Source: an optimization exercise on an open RTL-to-GDS flow (aim: small area and a short achievable clock period). Production flows keep margins and buffers that such runs may drop. Only simulation tests tie the RTL to the original design; equivalence was not proved.

==> flow/design.v <==
package fft_stream_pkg;
  localparam int SAMPLE_W = 16;
  typedef struct packed {
    logic signed [SAMPLE_W-1:0] im;
    logic signed [SAMPLE_W-1:0] re;
  } cplx_t;
  typedef logic [31:0] mag_t;
  typedef enum logic [1:0] {
    ST_IDLE  = 2'd0,
    ST_ACCUM = 2'd1,
    ST_LAST  = 2'd2
  } trk_state_e;
endpackage
module cplx_mag_sq
#(
  parameter int IDX_W = 6
) (
  input  logic             clk,
  input  logic             rst,
  input  logic             en,
  input  logic             in_valid,
  input  fft_stream_pkg::cplx_t in_data,
  input  logic [IDX_W-1:0] in_idx,
  output logic             out_valid,
  output fft_stream_pkg::mag_t out_mag,
  output logic [IDX_W-1:0] out_idx
);
  logic signed [31:0] re_ext_s;
  logic signed [31:0] im_ext_s;
  logic signed [31:0] re_sq_r;
  logic signed [31:0] im_sq_r;
  logic               s1_valid_r;
  logic [IDX_W-1:0]   s1_idx_r;
  logic               s2_valid_r;
  fft_stream_pkg::mag_t               s2_mag_r;
  logic [IDX_W-1:0]   s2_idx_r;
  assign re_ext_s = {{(32-fft_stream_pkg::SAMPLE_W){in_data.re[fft_stream_pkg::SAMPLE_W-1]}}, in_data.re};
  assign im_ext_s = {{(32-fft_stream_pkg::SAMPLE_W){in_data.im[fft_stream_pkg::SAMPLE_W-1]}}, in_data.im};
  always_ff @(posedge clk) begin
    if (rst) begin
      re_sq_r    <= 32'sd0;
      im_sq_r    <= 32'sd0;
      s1_valid_r <= 1'b0;
      s1_idx_r   <= {IDX_W{1'b0}};
      s2_valid_r <= 1'b0;
      s2_mag_r   <= 32'd0;
      s2_idx_r   <= {IDX_W{1'b0}};
    end else if (en) begin
      re_sq_r    <= re_ext_s * re_ext_s;
      im_sq_r    <= im_ext_s * im_ext_s;
      s1_valid_r <= in_valid;
      s1_idx_r   <= in_idx;
      s2_valid_r <= s1_valid_r;
      s2_mag_r   <= fft_stream_pkg::mag_t'(re_sq_r) + fft_stream_pkg::mag_t'(im_sq_r);
      s2_idx_r   <= s1_idx_r;
    end else begin
      re_sq_r    <= re_sq_r;
      im_sq_r    <= im_sq_r;
      s1_valid_r <= s1_valid_r;
      s1_idx_r   <= s1_idx_r;
      s2_valid_r <= s2_valid_r;
      s2_mag_r   <= s2_mag_r;
      s2_idx_r   <= s2_idx_r;
    end
  end
  assign out_valid = s2_valid_r;
  assign out_mag   = s2_mag_r;
  assign out_idx   = s2_idx_r;
endmodule
module fft_mag_sq_frame
#(
  parameter  int FFT_LEN = 64,
  localparam int IDX_W   = $clog2(FFT_LEN)
) (
  input  logic             aclk,
  input  logic             areset,
  input  logic [31:0]      slave_tdata,
  input  logic             slave_tvalid,
  output logic             slave_tready,
  output logic [31:0]      master_tdata,
  output logic             master_tvalid,
  input  logic             master_tready,
  output logic             master_tlast,
  output logic [IDX_W-1:0] peak_bin,
  output logic [31:0]      peak_mag,
  output logic             peak_valid
);
  localparam logic [IDX_W-1:0] LAST_IDX = IDX_W'(FFT_LEN - 1);
  logic             en_s, accept_s, hs_s, is_last_s, load_peak_s;
  logic             out_valid_s;
  fft_stream_pkg::mag_t             out_mag_s;
  logic [IDX_W-1:0] out_idx_s;
  logic [IDX_W-1:0] bin_cnt_r;
  fft_stream_pkg::mag_t             run_max_r, max_next_s, peak_mag_r;
  logic [IDX_W-1:0] run_bin_r, bin_next_s, peak_bin_r;
  logic             peak_valid_r;
  fft_stream_pkg::trk_state_e       state_r, state_next_s;
  assign en_s         = !out_valid_s || master_tready;
  assign slave_tready = en_s && !areset;
  assign accept_s     = slave_tvalid && slave_tready;
  assign hs_s         = out_valid_s && master_tready;
  assign is_last_s    = (out_idx_s == LAST_IDX);
  cplx_mag_sq #(.IDX_W(IDX_W)) u_mag (
    .clk      (aclk),
    .rst      (areset),
    .en       (en_s),
    .in_valid (accept_s),
    .in_data  (fft_stream_pkg::cplx_t'(slave_tdata)),
    .in_idx   (bin_cnt_r),
    .out_valid(out_valid_s),
    .out_mag  (out_mag_s),
    .out_idx  (out_idx_s)
  );
  always_ff @(posedge aclk) begin
    if (areset) begin
      bin_cnt_r <= {IDX_W{1'b0}};
    end else if (accept_s) begin
      bin_cnt_r <= (bin_cnt_r == LAST_IDX) ? {IDX_W{1'b0}} : bin_cnt_r + IDX_W'(1);
    end else begin
      bin_cnt_r <= bin_cnt_r;
    end
  end
  always_comb begin
    state_next_s = state_r;
    case (state_r)
      fft_stream_pkg::ST_IDLE: begin
        if (hs_s) state_next_s = is_last_s ? fft_stream_pkg::ST_LAST : fft_stream_pkg::ST_ACCUM;
        else      state_next_s = fft_stream_pkg::ST_IDLE;
      end
      fft_stream_pkg::ST_ACCUM: begin
        if (hs_s && is_last_s) state_next_s = fft_stream_pkg::ST_LAST;
        else                   state_next_s = fft_stream_pkg::ST_ACCUM;
      end
      fft_stream_pkg::ST_LAST: begin
        if (hs_s) state_next_s = fft_stream_pkg::ST_ACCUM;
        else      state_next_s = fft_stream_pkg::ST_IDLE;
      end
      default: state_next_s = fft_stream_pkg::ST_IDLE;
    endcase
    load_peak_s = (state_next_s == fft_stream_pkg::ST_LAST);
  end
  always_comb begin
    max_next_s = run_max_r;
    bin_next_s = run_bin_r;
    if (hs_s && (out_idx_s == {IDX_W{1'b0}})) begin
      max_next_s = out_mag_s;
      bin_next_s = out_idx_s;
    end else if (hs_s && (out_mag_s > run_max_r)) begin
      max_next_s = out_mag_s;
      bin_next_s = out_idx_s;
    end else begin
      max_next_s = run_max_r;
      bin_next_s = run_bin_r;
    end
  end
  always_ff @(posedge aclk) begin
    if (areset) begin
      state_r      <= fft_stream_pkg::ST_IDLE;
      run_max_r    <= 32'd0;
      run_bin_r    <= {IDX_W{1'b0}};
      peak_mag_r   <= 32'd0;
      peak_bin_r   <= {IDX_W{1'b0}};
      peak_valid_r <= 1'b0;
    end else begin
      state_r      <= state_next_s;
      run_max_r    <= max_next_s;
      run_bin_r    <= bin_next_s;
      peak_valid_r <= load_peak_s;
      if (load_peak_s) begin
        peak_mag_r <= max_next_s;
        peak_bin_r <= bin_next_s;
      end else begin
        peak_mag_r <= peak_mag_r;
        peak_bin_r <= peak_bin_r;
      end
    end
  end
  assign master_tvalid = out_valid_s;
  assign master_tdata  = out_mag_s;
  assign master_tlast  = out_valid_s && is_last_s;
  assign peak_bin      = peak_bin_r;
  assign peak_mag      = peak_mag_r;
  assign peak_valid    = peak_valid_r;
endmodule
==> flow/run.sh <==
#!/bin/bash
# synth_recipe.tcl (not shown) runs the flow's synth.tcl, then flattens the netlist and writes it again
# the make line also repeats each setting of config.mk as NAME=value (left out here)
make -C /OpenROAD-flow-scripts/flow DESIGN_CONFIG=/design/flow/config.mk WORK_HOME=/design/flow/orfs CLKGATE_MAP_FILE= SYNTH_SCRIPT=/design/flow/synth_recipe.tcl finish
==> flow/config.mk <==
export PLATFORM = sky130hd
export DESIGN_NAME = fft_mag_sq_frame
export DESIGN_NICKNAME = fft_mag_sq_frame
export VERILOG_FILES = /design/flow/design.v
export SDC_FILE = /design/flow/constraint.sdc
export NUM_CORES = 4
export LEC_CHECK = 0
export CAP_MARGIN = 20
export CORE_MARGIN = 2
export CORE_UTILIZATION = 40
export SLEW_MARGIN = 20
==> flow/constraint.sdc <==
create_clock -name core_clock -period 7.0 [get_ports {aclk}]
set_input_delay 1.4000 -clock core_clock [delete_from_list [all_inputs] [get_ports {aclk}]]
set_output_delay 1.4000 -clock core_clock [all_outputs]
set_load 0.01 [all_outputs]
==> results.txt <==
Critical Path Most Common Cell fa_1; post-synthesis adder-cell area fraction 0.472; critical path class in2reg; Reg area 3840 um2; crit path DAT 7.11 ns; Startpoint Class primary input; CP top delay family adder cells; die area 67700 um2; top cell type's share of synthesized area 0.357; Die X 260 um; Main synth FF type dfxtp_1; Min Clock Period, post-route 6.81 ns; wire length per cell 14.3 um; Antenna Nets Post-Route 0; CP max FO 7; GRT overflow 0; gr usage total 0.185; Worst slew margin 0.420; post-synth cell types 69; slowest stage cell, crit path fa_1; Post-Syn Area 26200 um2; synth cell count leaders 659 x inv_1, 468 x fa_1, 307 x nand2_1; CP Data Required Time 7.30 ns; Post-route DRC 0; placed insts 4143; area of the multi-input gates 20000 um2; Via-to-Cell Ratio 4.76; Hold Vio Cnt, Final 0; Final GP Congestion 0.856; fmax 0.147 GHz; #FFs+latches synth 192; most numerous cell in the Yosys netlist inv_1; Synth Area in Compound Gates 0.100; wire length of the first global-routing pass 102 mm; final setup skew 0.0143 ns; core footprint 64700 um2; fin cells 4197; largest net degree at the start of global routing 78; ys async rst share 0; status finished clean; largest family of logic cells by synthesized area adder cells; Hold WS 0.456 ns; Yosys warning count 2; Max Slew Vio Count 0; sequential area share after synthesis 0.146; CTS root buffer clkbuf_16; initial antenna violation count 0; Detail Placement HPWL 51.0 mm; share of post-route cells with drive strength above 1 0.166; syn nets 3662; area grow syn2layout 22.3%; CTS tree done; Initial Util 0.406; post-synth top area cell fa_1; fillers 6266; Clock Pin Slew Worst Setup and Hold Paths 0.08 ns; Post-Synthesis Cells 2917; synthesized area per cell 9.00 um2; Synth Area in Simple Gates 0.121; fin area 32100 um2; Worst Path Buf+Inv 8; DRT Wirelength 60.0 mm; vias in the first global route 21000; CTS H-tree depth 4; Post-DP Area 30800 um2; part of the cycle the worst path needs 0.972; Final Setup Violations 0; CP Capture Type register; Post-synth EDFFs 0; std cell rows 93; Worst-Skew Late Latency 0.44 ns; I/O pin total 110; Starting DRT DRC Count 919; crit path cell chain clkdlybuf4s50_1 -> buf_6 -> buf_4 -> nand2_1 -> fa_1 -> fa_1 -> fa_1 -> inv_1 -> fa_1 -> fa_1 -> inv_1 -> fa_1 -> inv_1 -> ha_4 -> buf_4 -> inv_1 -> o32ai_4 -> o2111ai_1 -> and2_4 -> a311oi_4 -> or4_1 -> nand3_1 -> a21oi_1; Port Buf Inserts 109; fin util 0.496; drt pass-1 iters 6; slowest cell delay on critical path 0.52 ns; ranking of synthesized cells by area fa_1 36%, dfxtp_1 15%, ha_1 11%, inv_1 9.4%, nand2_1 4.4%; Hold Path Class reg2reg; # clock sinks 192; xor/xnor share of the synthesized area 0.0364; Die Y 260 um; max-cap violation count 0; Vias 20000; Inserted Clock Buffers 17; # nets final 4074; mux contribution to synthesized area 0.0153; Slew @ Worst Pin 0.868 ns; clk buf depth 2; n_diodes 0; hold buffer count at cts 0
==> what timing repair did <==
action,CTS,global route
hold endpoints to repair,0,0
cloned,0,3
gates resized for setup,35,144
setup endpoints to repair,16,32
setup buffers,4,15
pin swaps,16,66
==> through the flow <==
step	worst slack [ns]	setup TNS [ns]
after detailed placement	-0.695	-14.75
after global routing	-0.0166	-0.0173
after global placement	-0.671	-13.92
final	0.194	0
after floorplan	0.0564	0
after CTS	-0.0380	-0.0380
==> layout by cell type (no fill, tap or decap), types with 76 or more instances in the layout <==
cell             instances
ha_1                   228
and2_1                  76
clkdlybuf4s50_1         79
nand2_1                297
dfxtp_1                192
fa_1                   451
inv_1                  648
nor2_1                 186
buf_4                  359
a21oi_1                131
==> area by class of cell <==
cell class | count | share of cell area
Multi-Input combinational cell | 1965 | 0.624
Timing Repair Buffer | 493 | 0.128
Tap cell | 855 | 0.0333
Inverter | 660 | 0.0772
Clock buffer | 18 | 0.0134
Clock inverter | 14 | 0.00456
Sequential cell | 192 | 0.120
==> cell families after synthesis <==
logic type               count (synthesis)
multiplexers                            40
buffers and inverters                  760
AO/OA/AOI/OAI                          394
AND/OR/NAND/NOR                        713
adder cells (fa/ha/maj)                709
flip-flops                             192
XOR/XNOR                               109
==> metal layers <==
metal	GRT usage	routed length [um]
met2	0.327	29900
met1	0.255	27900
met3	0.0138	1510
met4	0.0243	631
met5	0	0
==> worst register-to-register path, stage by stage, from the launching register on <==
cell,delay (ns)
dfxtp_1,0.34
ha_1,0.36
nand4_1,0.17
o21bai_1,0.29
nor3_1,0.09
a21oi_1,0.39
a31oi_1,0.22
o21bai_1,0.35
a21oi_1,0.14
nand2b_1,0.17
a32o_1,0.24
==> worst paths after layout <==
check	to	slack, ns	cells past startpoint	startpoint
max	u_mag.im_sq_r[29]	0.19	23	slave_tdata[28]
min	u_mag.im_sq_r[28]	0.46	2	u_mag.im_sq_r[28]
max reg2reg	u_mag.s2_mag_r[23]	4.12	10	u_mag.re_sq_r[9]
min reg2reg	u_mag.im_sq_r[28]	0.46	2	u_mag.im_sq_r[28]
==> registers in the layout (all words and copies together), names as in the netlist <==
name              count
u_mag.s2_mag_r       32
state_r               1
peak_valid_r          1
u_mag.re_sq_r        31
bin_cnt_r             6
u_mag.im_sq_r        31
u_mag.s2_idx_r        6
run_max_r            32
u_mag.s1_valid_r      1
run_bin_r             6
peak_mag_r           32
u_mag.s1_idx_r        6
u_mag.s2_valid_r      1
peak_bin_r            6

separate check: timing with driven ports:
In the flow no input, the clock included, has a driving cell. The finished layout below was timed again as built, in two steps.
Step 1 (the two cells are an assumption about what drives the block):
set clk [get_ports {aclk}]
set_driving_cell -lib_cell sky130_fd_sc_hd__clkbuf_16 $clk
set_driving_cell -lib_cell sky130_fd_sc_hd__buf_2 [delete_from_list [all_inputs] $clk]
Step 2 moves the port delays by t, midway between the first and last clock arrival at a register: inputs arrive t later, outputs are due t later. That takes back most of the time a late clock gives input paths.
Three values: ideal, step 1, step 2; two values: the first two.
shift t [ns]: 0.483
setup slack, ns: 0.194 / 0.218 / -0.266
cell pins on the clock port's net: 1
With both steps, setup timing fails in this run, where it was met with ideal ports. For this run, drivers alone change the setup slack by +0.024 ns; drivers and shift together by -0.460 ns.
